Source: an optimization exercise on an open RTL-to-GDS flow (aim: small area). Production flows keep margins and buffers that such runs may drop.
In this exercise RTL edits were held to simulation tests only and were not proved equivalent to the original.
No activity file was given, so power comes from the tool's default toggle rates.

$ cat config.mk
export PLATFORM = sky130hd
export DESIGN_NAME = lane_bank_top
export DESIGN_NICKNAME = lane_bank_top
export VERILOG_FILES = /design/flow/design.v
export SDC_FILE = /design/flow/constraint.sdc
export NUM_CORES = 4
export LEC_CHECK = 0
export CAP_MARGIN = 20
export CORE_MARGIN = 2
export CORE_UTILIZATION = 40
export SLEW_MARGIN = 20
$ cat constraint.sdc
create_clock -name core_clock -period 5.0 [get_ports {clk}]
set_input_delay 1.0000 -clock core_clock [delete_from_list [all_inputs] [get_ports {clk}]]
set_output_delay 1.0000 -clock core_clock [all_outputs]
set_load 0.01 [all_outputs]
$ cat design.v
package lane_buf_pkg;
  localparam int DATA_W = 32;
  localparam int APB_AW = 4;
  typedef logic [DATA_W-1:0] lane_data_t;
  typedef enum logic [1:0] {
    MODE_K3    = 2'd0,
    MODE_K5    = 2'd1,
    MODE_CHAIN = 2'd2
  } k_mode_t;
  typedef enum logic [3:0] {
    REG_KSIZE  = 4'h0,
    REG_STATUS = 4'h4
  } reg_addr_t;
endpackage
module lane_fifo #(
  parameter int DATA_W     = lane_buf_pkg::DATA_W,
  parameter int LANE_DEPTH = 4
) (
  input  logic                    clk,
  input  logic                    reset,
  input  logic                    in_vld,
  output logic                    in_rdy,
  input  lane_buf_pkg::lane_data_t in_data,
  output logic                    out_vld,
  input  logic                    out_rdy,
  output lane_buf_pkg::lane_data_t out_data,
  output logic                    empty
);
  localparam int PTR_W = $clog2(LANE_DEPTH);
  localparam int CNT_W = $clog2(LANE_DEPTH + 1);
  logic [DATA_W-1:0] mem [LANE_DEPTH];
  logic [PTR_W-1:0] wr_ptr;
  logic [PTR_W-1:0] rd_ptr;
  logic [CNT_W-1:0] count;
  logic push;
  logic pop;
  assign in_rdy   = (count != CNT_W'(LANE_DEPTH));
  assign out_vld  = (count != '0);
  assign empty    = (count == '0);
  assign out_data = mem[rd_ptr];
  assign push = in_vld & in_rdy;
  assign pop  = out_vld & out_rdy;
  always_ff @(posedge clk) begin
    if (push) begin
      mem[wr_ptr] <= in_data;
    end
  end
  always_ff @(posedge clk) begin
    if (reset) begin
      wr_ptr <= '0;
      rd_ptr <= '0;
      count  <= '0;
    end else begin
      if (push) begin
        wr_ptr <= wr_ptr + 1'b1;
      end
      if (pop) begin
        rd_ptr <= rd_ptr + 1'b1;
      end
      if (push && !pop) begin
        count <= count + 1'b1;
      end else if (pop && !push) begin
        count <= count - 1'b1;
      end
    end
  end
endmodule
module lane_router #(
  parameter int NUM_LANES = 8
) (
  input  lane_buf_pkg::k_mode_t    k_mode,
  input  logic [NUM_LANES-1:0]     in_vld,
  output logic [NUM_LANES-1:0]     in_rdy,
  input  logic [NUM_LANES-1:0][lane_buf_pkg::DATA_W-1:0] in_data,
  output logic [NUM_LANES-1:0]     out_vld,
  input  logic [NUM_LANES-1:0]     out_rdy,
  output logic [NUM_LANES-1:0][lane_buf_pkg::DATA_W-1:0] out_data,
  output logic [NUM_LANES-1:0]     lane_in_vld,
  input  logic [NUM_LANES-1:0]     lane_in_rdy,
  output logic [NUM_LANES-1:0][lane_buf_pkg::DATA_W-1:0] lane_in_data,
  input  logic [NUM_LANES-1:0]     lane_out_vld,
  output logic [NUM_LANES-1:0]     lane_out_rdy,
  input  logic [NUM_LANES-1:0][lane_buf_pkg::DATA_W-1:0] lane_out_data
);
  localparam int HALF = NUM_LANES / 2;
  logic [NUM_LANES-1:0] port_used;
  always_comb begin
    in_rdy       = '0;
    out_vld      = '0;
    lane_in_vld  = '0;
    lane_out_rdy = '0;
    for (int j = 0; j < NUM_LANES; j++) begin
      out_data[j]     = '0;
      lane_in_data[j] = '0;
    end
    case (k_mode)
      lane_buf_pkg::MODE_K3: begin
        for (int j = 0; j < NUM_LANES; j++) begin
          lane_in_vld[j]  = in_vld[j];
          lane_in_data[j] = in_data[j];
          in_rdy[j]       = lane_in_rdy[j];
          out_vld[j]      = lane_out_vld[j];
          out_data[j]     = lane_out_data[j];
          lane_out_rdy[j] = out_rdy[j];
        end
      end
      lane_buf_pkg::MODE_K5: begin
        for (int j = 0; j < HALF; j++) begin
          lane_in_vld[j+HALF]  = in_vld[j];
          lane_in_data[j+HALF] = in_data[j];
          in_rdy[j]            = lane_in_rdy[j+HALF];
          lane_in_vld[j]       = lane_out_vld[j+HALF];
          lane_in_data[j]      = lane_out_data[j+HALF];
          lane_out_rdy[j+HALF] = lane_in_rdy[j];
          out_vld[j]           = lane_out_vld[j];
          out_data[j]          = lane_out_data[j];
          lane_out_rdy[j]      = out_rdy[j];
        end
      end
      default: begin
        lane_in_vld[NUM_LANES-1]  = in_vld[0];
        lane_in_data[NUM_LANES-1] = in_data[0];
        in_rdy[0]                 = lane_in_rdy[NUM_LANES-1];
        for (int j = 0; j < NUM_LANES - 1; j++) begin
          lane_in_vld[j]    = lane_out_vld[j+1];
          lane_in_data[j]   = lane_out_data[j+1];
          lane_out_rdy[j+1] = lane_in_rdy[j];
        end
        out_vld[0]      = lane_out_vld[0];
        out_data[0]     = lane_out_data[0];
        lane_out_rdy[0] = out_rdy[0];
      end
    endcase
  end
  always_comb begin
    case (k_mode)
      lane_buf_pkg::MODE_K3: port_used = '1;
      lane_buf_pkg::MODE_K5: port_used = {{HALF{1'b0}}, {HALF{1'b1}}};
      default:               port_used = NUM_LANES'(1);
    endcase
  end
endmodule
module kernel_cfg_apb #(
  parameter int NUM_LANES = 8
) (
  input  logic                            clk,
  input  logic                            reset,
  input  logic                            psel,
  input  logic                            penable,
  input  logic                            pwrite,
  input  logic [lane_buf_pkg::APB_AW-1:0] paddr,
  input  logic [31:0]                     pwdata,
  output logic [31:0]                     prdata,
  output logic                            pready,
  output logic                            pslverr,
  input  logic [NUM_LANES-1:0]            lane_empty,
  output lane_buf_pkg::k_mode_t           k_mode
);
  logic                  access;
  logic                  addr_ok;
  logic                  all_empty;
  logic                  ksize_wr;
  logic [3:0]            ksize_rd;
  lane_buf_pkg::k_mode_t wr_mode;
  assign pready = 1'b1;
  assign access    = psel & penable;
  assign all_empty = &lane_empty;
  assign addr_ok   = (paddr == lane_buf_pkg::REG_KSIZE) ||
                     (paddr == lane_buf_pkg::REG_STATUS);
  assign ksize_wr  = access & pwrite & (paddr == lane_buf_pkg::REG_KSIZE);
  assign pslverr = access & (!addr_ok | (ksize_wr & !all_empty));
  always_comb begin
    case (pwdata[3:0])
      4'd3:    wr_mode = lane_buf_pkg::MODE_K3;
      4'd5:    wr_mode = lane_buf_pkg::MODE_K5;
      default: wr_mode = lane_buf_pkg::MODE_CHAIN;
    endcase
  end
  always_ff @(posedge clk) begin
    if (reset) begin
      k_mode <= lane_buf_pkg::MODE_K3;
    end else if (ksize_wr && all_empty) begin
      k_mode <= wr_mode;
    end
  end
  always_comb begin
    case (k_mode)
      lane_buf_pkg::MODE_K3: ksize_rd = 4'd3;
      lane_buf_pkg::MODE_K5: ksize_rd = 4'd5;
      default:               ksize_rd = 4'd7;
    endcase
  end
  always_comb begin
    case (paddr)
      lane_buf_pkg::REG_KSIZE:  prdata = {28'd0, ksize_rd};
      lane_buf_pkg::REG_STATUS: prdata = 32'(lane_empty);
      default:                  prdata = '0;
    endcase
  end
endmodule
module output_lane_bank #(
  parameter int NUM_LANES  = 8,
  parameter int LANE_DEPTH = 4
) (
  input  logic                            clk,
  input  logic                            reset,
  input  logic [NUM_LANES-1:0]            in_vld,
  output logic [NUM_LANES-1:0]            in_rdy,
  input  logic [NUM_LANES-1:0][lane_buf_pkg::DATA_W-1:0] in_data,
  output logic [NUM_LANES-1:0]            out_vld,
  input  logic [NUM_LANES-1:0]            out_rdy,
  output logic [NUM_LANES-1:0][lane_buf_pkg::DATA_W-1:0] out_data,
  input  logic                            psel,
  input  logic                            penable,
  input  logic                            pwrite,
  input  logic [lane_buf_pkg::APB_AW-1:0] paddr,
  input  logic [31:0]                     pwdata,
  output logic [31:0]                     prdata,
  output logic                            pready,
  output logic                            pslverr
);
  lane_buf_pkg::k_mode_t    k_mode;
  logic [NUM_LANES-1:0]     lane_empty;
  logic [NUM_LANES-1:0]     lane_in_vld;
  logic [NUM_LANES-1:0]     lane_in_rdy;
  logic [NUM_LANES-1:0][lane_buf_pkg::DATA_W-1:0] lane_in_data;
  logic [NUM_LANES-1:0]     lane_out_vld;
  logic [NUM_LANES-1:0]     lane_out_rdy;
  logic [NUM_LANES-1:0][lane_buf_pkg::DATA_W-1:0] lane_out_data;
  kernel_cfg_apb #(
    .NUM_LANES (NUM_LANES)
  ) u_cfg (
    .clk        (clk),
    .reset      (reset),
    .psel       (psel),
    .penable    (penable),
    .pwrite     (pwrite),
    .paddr      (paddr),
    .pwdata     (pwdata),
    .prdata     (prdata),
    .pready     (pready),
    .pslverr    (pslverr),
    .lane_empty (lane_empty),
    .k_mode     (k_mode)
  );
  lane_router #(
    .NUM_LANES (NUM_LANES)
  ) u_router (
    .k_mode        (k_mode),
    .in_vld        (in_vld),
    .in_rdy        (in_rdy),
    .in_data       (in_data),
    .out_vld       (out_vld),
    .out_rdy       (out_rdy),
    .out_data      (out_data),
    .lane_in_vld   (lane_in_vld),
    .lane_in_rdy   (lane_in_rdy),
    .lane_in_data  (lane_in_data),
    .lane_out_vld  (lane_out_vld),
    .lane_out_rdy  (lane_out_rdy),
    .lane_out_data (lane_out_data)
  );
  for (genvar i = 0; i < NUM_LANES; i++) begin : g_lane
    lane_fifo #(
      .DATA_W     (lane_buf_pkg::DATA_W),
      .LANE_DEPTH (LANE_DEPTH)
    ) u_fifo (
      .clk      (clk),
      .reset    (reset),
      .in_vld   (lane_in_vld[i]),
      .in_rdy   (lane_in_rdy[i]),
      .in_data  (lane_in_data[i]),
      .out_vld  (lane_out_vld[i]),
      .out_rdy  (lane_out_rdy[i]),
      .out_data (lane_out_data[i]),
      .empty    (lane_empty[i])
    );
  end
endmodule
module lane_bank_top (
  input  logic         clk,
  input  logic         reset,
  input  logic [7:0]   in_vld,
  output logic [7:0]   in_rdy,
  input  logic [255:0] in_data,
  output logic [7:0]   out_vld,
  input  logic [7:0]   out_rdy,
  output logic [255:0] out_data,
  input  logic         psel,
  input  logic         penable,
  input  logic         pwrite,
  input  logic [3:0]   paddr,
  input  logic [31:0]  pwdata,
  output logic [31:0]  prdata,
  output logic         pready,
  output logic         pslverr
);
  output_lane_bank #(
    .NUM_LANES  (8),
    .LANE_DEPTH (4)
  ) u_bank (
    .clk      (clk),
    .reset    (reset),
    .in_vld   (in_vld),
    .in_rdy   (in_rdy),
    .in_data  (in_data),
    .out_vld  (out_vld),
    .out_rdy  (out_rdy),
    .out_data (out_data),
    .psel     (psel),
    .penable  (penable),
    .pwrite   (pwrite),
    .paddr    (paddr),
    .pwdata   (pwdata),
    .prdata   (prdata),
    .pready   (pready),
    .pslverr  (pslverr)
  );
endmodule
$ cat run.sh
#!/bin/bash
# synth_recipe.tcl (not shown) runs the flow's synth.tcl, then flattens the netlist and writes it again
# the make line also repeats each setting of config.mk as NAME=value (left out here)
make -C /OpenROAD-flow-scripts/flow DESIGN_CONFIG=/design/flow/config.mk WORK_HOME=/design/flow/orfs CLKGATE_MAP_FILE= SYNTH_SCRIPT=/design/flow/synth_recipe.tcl finish
==> flow_metrics.tcl <==
set metrics [dict create \
    setup_tns_ps 0 \
    ant_nets 0 \
    io_pins 619 \
    routabilityCongestion 0.839 \
    r2r_slack_ps 1480 \
    fill_cells 10200 \
    yosysWarnings 3 \
    cts_inserted_buffers 114 \
    synthCells 2956 \
    route.vias.total 29100 \
    synth-seq-cells 1098 \
    area_growth_pct 23.2 \
    h-tree-depth 3 \
    synth_cell_types 57 \
    post_cts_buffers 0 \
    crit_path_end_kind "output port" \
    cts_tree "built" \
    initial_utilization 0.402 \
    slew_violations 0 \
    synthAdderAreaFrac 0.0137 \
    ff2ff_path_depth 10 \
    drc 0 \
    place_ws_ps 1320 \
    wirelength_um 166000 \
    antenna_found_initial 27 \
    drtIter0Drc 3476 \
    routed.top_layer "met5" \
    viasPerCell 5.56 \
    netSwitchingFraction 0.306 \
    grt_pass1_wl_um 224000 \
    first_pass_iters 5 \
    die_height_um 351 \
    p_comb_frac 0.309 \
    cts_resized 0 \
    cts_buffer_depth 3 \
    postSynthAreaPerCell_um2 16.3 \
    seqPwrFrac 0.402 \
    ys.flop_type "edfxtp_1" \
    worst_slack_ps 699 \
    synth_top_family_by_area "multiplexers" \
    clock_skew_ps 33.3 \
    seq_area_frac_synth 0.670 \
    fmax_mhz 232 \
    synth.cell_area_um2 48100 \
    io_buffer_count 565 \
    worst_pin_slew_ps 1220 \
    fp.coreArea_um2 120000 \
    power.internal_uw 20400 \
    root_buffer "clkbuf_16" \
    fin_cells 5240 \
    cp_max_fo 19 \
    layout_commonest_cell "edfxtp_1" \
    hold_viol_final 0 \
    yosys.area_share.simple 0.0711 \
    dr_wl_met2_um 78700 \
    synth_xor_area_frac 0.00528 \
    path_clk_slew_ps 60 \
    grt_setup_unrepaired "no" \
    crit_path_start_kind "flip-flop" \
    hold_slack_ps 497 \
    placementRows 127 \
    die_area_um2 123000 \
    period_minus_slack_ps 4300 \
    status "no timing/DRC/antenna violations" \
    slew_headroom 0.177 \
    grt_pass1_vias 28700 \
    dp_hpwl_um 122000 \
    critPathArrivalTime_ps 3300 \
    switchingPower_uw 8980 \
    power.density_nw_per_um2 495 \
    cts_sinks 1098 \
    clk_latency_ps 700 \
    path_class "flip-flop to output port" \
    async_reset_ff_frac 0 \
    hold_path.class "flip-flop to flip-flop" \
    holdPathStages 2 \
    track_usage 0.265 \
    synth_edf_count 1024 \
    setup_violations 0 \
    cts.hold.buffers_added 0 \
    utilization 0.495 \
    grt_max_degree 186 \
    required_ps 4000 \
    leakage_uw 0.0184 \
    synth.area.mux_share 0.178 \
    power_frac_clock 0.289 \
    synth_compound_area_frac 0.0384 \
    die_w_um 351 \
    nNetsFinal 3889 \
    maxCapViolCount 0 \
    final_cell_mix "edfxtp_1 (1024), clkdlybuf4s50_1 (564), nand2_1 (283)" \
    post_drt_wl_per_cell_um 31.6 \
    m1WireLength_um 66500 \
    min_period_over_period 0.860 \
    drive_above_1_share 0.150 \
    ir_drop_uv 288 \
    grt-ovfl-total 0 \
    placedCellCount 5024 \
    wl_met3_um 14900 \
]
## logic make-up (layout without fill, tap and decap cells)
logic type / Yosys count / count (layout)
adders and majority gates: 48 / 48
and+or+nand+nor: 672 / 672
other: 2 / 27
muxes: 533 / 533
AOI/OAI and AO/OA: 334 / 334
xor gates and xnor gates: 29 / 29
DFF: 1098 / 1098
buffers and inverters: 240 / 887
## power by group through the flow
stage / registers (uW) / logic (uW) / clock network [uW]
finish: 11800 / 9080 / 8480
CTS: 11800 / 9120 / 8570
global placement: 12000 / 9060 / 0
global route: 11900 / 9540 / 8910
floorplan: 11600 / 4680 / 0
detailed placement: 12000 / 9080 / 0
## worst max-delay path, cell delays in order, from the launching register on
cell and delay [ps]:
dfxtp_2 810, buf_4 380, mux4_2 720, and2_1 200
clkdlybuf4s50_1 470
## cells in the mapped netlist, types with 9 or more instances
cell type | number | area (um^2)
edfxtp_1 | 1024 | 30700
nand2_1 | 283 | 1060
o21ai_0 | 272 | 1360
mux2i_1 | 270 | 2700
and2_1 | 258 | 1610
mux4_2 | 256 | 5770
clkbuf_1 | 77 | 289
dfxtp_1 | 74 | 1480
nor2_1 | 69 | 259
buf_2 | 60 | 300
buf_4 | 46 | 345
ha_1 | 40 | 500
inv_1 | 28 | 105
a21oi_1 | 26 | 130
buf_1 | 23 | 86.3
or3_1 | 21 | 131
xor2_1 | 18 | 158
xnor2_1 | 11 | 96.3
nor3_1 | 9 | 45.0
## cell type report
cell class | instances | area [um^2] | area share
well taps | 1612 | 2020 | 0.0340
diodes | 2 | 5.00 | 0.0000844
multi-input cells | 1641 | 14800 | 0.250
flip-flops and latches | 1098 | 32200 | 0.544
clock buffers | 150 | 3070 | 0.0518
repair buffers | 640 | 6330 | 0.107
inverters | 33 | 124 | 0.00209
clock inverters | 64 | 649 | 0.0110
## path summary, 6_finish.rpt
| kind | endpoint | startpoint |
|---|---|---|
| setup / recovery | out_data[190] | flip-flop |
| hold reg to reg | u_bank.g_lane[7].u_fifo.rd_ptr[1]$_SDFFE_PP0P_ | u_bank.g_lane[7].u_fifo.rd_ptr[1]$_SDFFE_PP0P_ |
| setup reg to reg | u_bank.g_lane[4].u_fifo.count[2]$_SDFFE_PP0P_ | u_bank.u_cfg.k_mode[0]$_SDFFE_PP0P_ |
| hold / removal | u_bank.g_lane[7].u_fifo.rd_ptr[1]$_SDFFE_PP0P_ | u_bank.g_lane[7].u_fifo.rd_ptr[1]$_SDFFE_PP0P_ |
## per-layer routing
| layer | global-route usage | vias up |
|---|---|---|
| li1 | - | 12500 |
| met1 | 0.360 | 15100 |
| met5 | 0 | - |
| met2 | 0.424 | 1384 |
| met4 | 0.0882 | 6 |
| met3 | 0.0573 | 182 |
## state kept, by name, summed over array words and instances (netlist names), named ones only
| name | cells |
|---|---|
| u_bank.g_lane.u_fifo.rd_ptr | 16 |
| u_bank.u_cfg.k_mode | 2 |
| u_bank.g_lane.u_fifo.count | 24 |
| u_bank.g_lane.u_fifo.mem | 1024 |
| u_bank.g_lane.u_fifo.wr_ptr | 16 |
## through the flow
| step | instance area (um^2) | total power [uW] |
|---|---|---|
| 6_report | 59300 | 29400 |
| 5_1_grt | 59300 | 30400 |
| 4_1_cts | 59300 | 29500 |
| 3_5_place_dp | 55500 | 21100 |
| 2_1_floorplan | 48200 | 16300 |
| 3_3_place_gp | 55500 | 21000 |

-- afterwards: timing with drivers on the ports --
In the flow no input, the clock included, has a driving cell. The finished layout below was timed again as built, in two steps.
Step 1 (the two cells are an assumption about what drives the block):
set clk [get_ports {clk}]
set_driving_cell -lib_cell sky130_fd_sc_hd__clkbuf_16 $clk
set_driving_cell -lib_cell sky130_fd_sc_hd__buf_2 [delete_from_list [all_inputs] $clk]
Step 2 moves the port delays by t, midway between the first and last clock arrival at a register: inputs arrive t later, outputs are due t later. That takes back most of the time a late clock gives input paths.
a / b / c = ideal ports / drivers / drivers and shift; a / b = the first two.
shift t [ns]: 0.760
setup WS [ns]: 0.699 / 0.622 / 1.246
hold WS [ns]: 0.497 / 0.497 / 0.497
clock arrival spread, ns: 0.036 / 0.036
cell pins on the clock port's net: 1
After both steps this run still meets setup and hold. For this run, drivers alone change the setup slack by -0.077 ns; drivers and shift together by +0.547 ns.
